From an optimization exercise on the open Yosys and OpenROAD flow, aimed at small area, a short achievable clock period and few clock cycles per item; shortcuts taken in it are not production practice. Function was checked by simulation only, so behaviour that the tests miss may differ from the original.

## the baseline
==> flow/design.v (excerpt) <==
module gravity_orientation_classifier_top
#(
  parameter int unsigned FifoDepth = 16
) (
  input  logic               clk_i,
  input  logic               rst_ni,
  input  logic               psel,
  input  logic               penable,
  input  logic               pwrite,
  input  logic        [2:0]  paddr,
  input  logic        [31:0] pwdata,
  output logic        [31:0] prdata,
  output logic               pready,
  input  logic               in_valid_i,
  output logic               in_ready_o,
  input  logic signed [15:0] gravity_x_i,
  input  logic signed [15:0] gravity_y_i,
  input  logic signed [15:0] gravity_z_i,
  input  logic        [31:0] time_ms_i,
  input  logic               is_gravity_type_i,
  output logic               out_valid_o,
  input  logic               out_ready_i,
  output logic        [2:0]  orientation_o,
  output logic signed [9:0]  angle_deg_o,
  output logic               is_flat_o
);
Size: about 9,200 cells after synthesis.
clock: 10.0 ns
lec_check: 0
cap_margin: 20
core_margin: 2
core_utilization: 40
cts_cluster_diameter: 100
cts_cluster_size: 30
slew_margin: 20
standard.sh (not shown) runs the stock make flow with config.mk's settings and CLKGATE_MAP_FILE= SYNTH_SCRIPT=/design/flow/synth_recipe.tcl, a recipe that flattens the netlist after the stock synthesis.
==> flow/flow/run.sh <==
#!/bin/bash
set -euo pipefail
export SETUP_SLACK_MARGIN=6.2
bash standard.sh > standard.log 2>&1
Testbench counts of the baseline, summed over its fixed seeds: cycles 2,703, items 1,797.
Edits applied to the flow inputs when going from the baseline to the candidate:
--- a/flow/design.v
+++ b/flow/design.v
@@ -1459,21 +1459,53 @@
   assign c_246 = (c_179 & c_114) | (c_179 & c_178) | (c_114 & c_178);
   assign c_247 = c_181 ^ c_116 ^ c_180;
   assign c_248 = (c_181 & c_116) | (c_181 & c_180) | (c_116 & c_180);
   assign c_249 = c_183 ^ c_118 ^ c_182;
   assign c_250 = (c_183 & c_118) | (c_183 & c_182) | (c_118 & c_182);
   assign c_251 = c_g3_34 ^ c_184;
   assign c_252 = c_g3_34 & c_184;
-  logic [36:0] cmp_s_q, cmp_c_q, cmp;
+  logic [36:0] cmp_s, cmp_c, cmp_x;
+  logic [8:0] grp_g, grp_p, grp_g_q, grp_p_q;
+  logic top_q, carry;
+  assign cmp_s = {1'b1, c_252, c_251, c_249, c_247, c_245, c_243, c_241, c_239, c_237, c_235, c_233, c_231, c_229, c_227, c_225, c_223, c_221, c_219, c_217, c_215, c_213, c_211, c_209, c_207, c_205, c_203, c_201, c_199, c_197, c_195, c_193, c_191, c_189, c_187, c_185, v_q[0]};
+  assign cmp_c = {1'b0, 1'b0, c_250, c_248, c_246, c_244, c_242, c_240, c_238, c_236, c_234, c_232, c_230, c_228, c_226, c_224, c_222, c_220, c_218, c_216, c_214, c_212, c_210, c_208, c_206, c_204, c_202, c_200, c_198, c_196, c_194, c_192, c_190, c_188, c_186, 1'b1, c_g0_0};
+  assign cmp_x = cmp_s ^ cmp_c;
+  logic [36:0] g, pp;
+  always_comb begin
+    g = cmp_s & cmp_c;
+    pp = cmp_x;
+    grp_g[0] = g[3] | (pp[3] & (g[2] | (pp[2] & (g[1] | (pp[1] & (g[0]))))));
+    grp_p[0] = pp[3] & pp[2] & pp[1] & pp[0];
+    grp_g[1] = g[7] | (pp[7] & (g[6] | (pp[6] & (g[5] | (pp[5] & (g[4]))))));
+    grp_p[1] = pp[7] & pp[6] & pp[5] & pp[4];
+    grp_g[2] = g[11] | (pp[11] & (g[10] | (pp[10] & (g[9] | (pp[9] & (g[8]))))));
+    grp_p[2] = pp[11] & pp[10] & pp[9] & pp[8];
+    grp_g[3] = g[15] | (pp[15] & (g[14] | (pp[14] & (g[13] | (pp[13] & (g[12]))))));
+    grp_p[3] = pp[15] & pp[14] & pp[13] & pp[12];
+    grp_g[4] = g[19] | (pp[19] & (g[18] | (pp[18] & (g[17] | (pp[17] & (g[16]))))));
+    grp_p[4] = pp[19] & pp[18] & pp[17] & pp[16];
+    grp_g[5] = g[23] | (pp[23] & (g[22] | (pp[22] & (g[21] | (pp[21] & (g[20]))))));
+    grp_p[5] = pp[23] & pp[22] & pp[21] & pp[20];
+    grp_g[6] = g[27] | (pp[27] & (g[26] | (pp[26] & (g[25] | (pp[25] & (g[24]))))));
+    grp_p[6] = pp[27] & pp[26] & pp[25] & pp[24];
+    grp_g[7] = g[31] | (pp[31] & (g[30] | (pp[30] & (g[29] | (pp[29] & (g[28]))))));
+    grp_p[7] = pp[31] & pp[30] & pp[29] & pp[28];
+    grp_g[8] = g[35] | (pp[35] & (g[34] | (pp[34] & (g[33] | (pp[33] & (g[32]))))));
+    grp_p[8] = pp[35] & pp[34] & pp[33] & pp[32];
+  end
+  always_comb begin
+    carry = 1'b0;
+    for (int q = 0; q < 9; q++) carry = grp_g_q[q] | (grp_p_q[q] & carry);
+  end
   logic flat_q;
-  assign cmp = cmp_s_q + cmp_c_q;
   always_ff @(posedge clk_i) begin
-    cmp_s_q <= {1'b1, c_252, c_251, c_249, c_247, c_245, c_243, c_241, c_239, c_237, c_235, c_233, c_231, c_229, c_227, c_225, c_223, c_221, c_219, c_217, c_215, c_213, c_211, c_209, c_207, c_205, c_203, c_201, c_199, c_197, c_195, c_193, c_191, c_189, c_187, c_185, v_q[0]};
-    cmp_c_q <= {1'b0, 1'b0, c_250, c_248, c_246, c_244, c_242, c_240, c_238, c_236, c_234, c_232, c_230, c_228, c_226, c_224, c_222, c_220, c_218, c_216, c_214, c_212, c_210, c_208, c_206, c_204, c_202, c_200, c_198, c_196, c_194, c_192, c_190, c_188, c_186, 1'b1, c_g0_0};
-    flat_q  <= !cmp[36];
+    grp_g_q <= grp_g;
+    grp_p_q <= grp_p;
+    top_q   <= cmp_x[36];
+    flat_q  <= !(top_q ^ carry);
   end
   assign flat_o = flat_q;
 endmodule
 import goc_pkg::*;
 module gravity_orientation_classifier_top
 #(
   parameter int unsigned FifoDepth = 16
Results
The adder-cell share of the synthesized area number comes out lower for the baseline vs the candidate. Against the baseline as the reference, the candidate delivers a higher wire length. Taking the baseline as the reference, in the candidate cell area after layout saw a decrease; simple-gate share of the synthesized area saw a decrease. First-pass GRT wire length delta (the candidate -> the baseline): insignificant. Looking at placement row count, the candidate sits about 0.6% lower than the baseline does. Cmp the baseline and the candidate / sequential cell count / higher: the baseline. The setup slack after layout of the candidate is lower than that of the baseline. Fill cell total of the finished layout sits lower in the candidate than in the baseline.
Testbench counts of the candidate, summed over its fixed seeds: cycles 2,703, items 1,797.

-- what the ideal ports hide --
Ports are ideal in the flow. The routed layouts listed here were re-timed in OpenROAD. Step 1 assumes that a clkbuf_16 drives the clock port and a buf_2 every other input. Step 2 times the ports against the registers' clock, not the clock port: input delays grow and output delays shrink by t, the midpoint of the rising clock arrivals with the driver on. a / b / c = no drivers / after step 1 / after step 2; a / b = the first two.
run | t (ns) | setup slack, ns | worst slew at a driven data input, ns
the baseline | 0.816 | 6.206 / 6.197 / 5.381 | 0.26
the candidate | 0.821 | 6.141 / 6.155 / 5.335 | 0.16
After both steps setup and hold are still met in every run listed. For the baseline, which loses most, drivers alone change the setup slack by -0.009 ns; drivers and shift together by -0.825 ns.
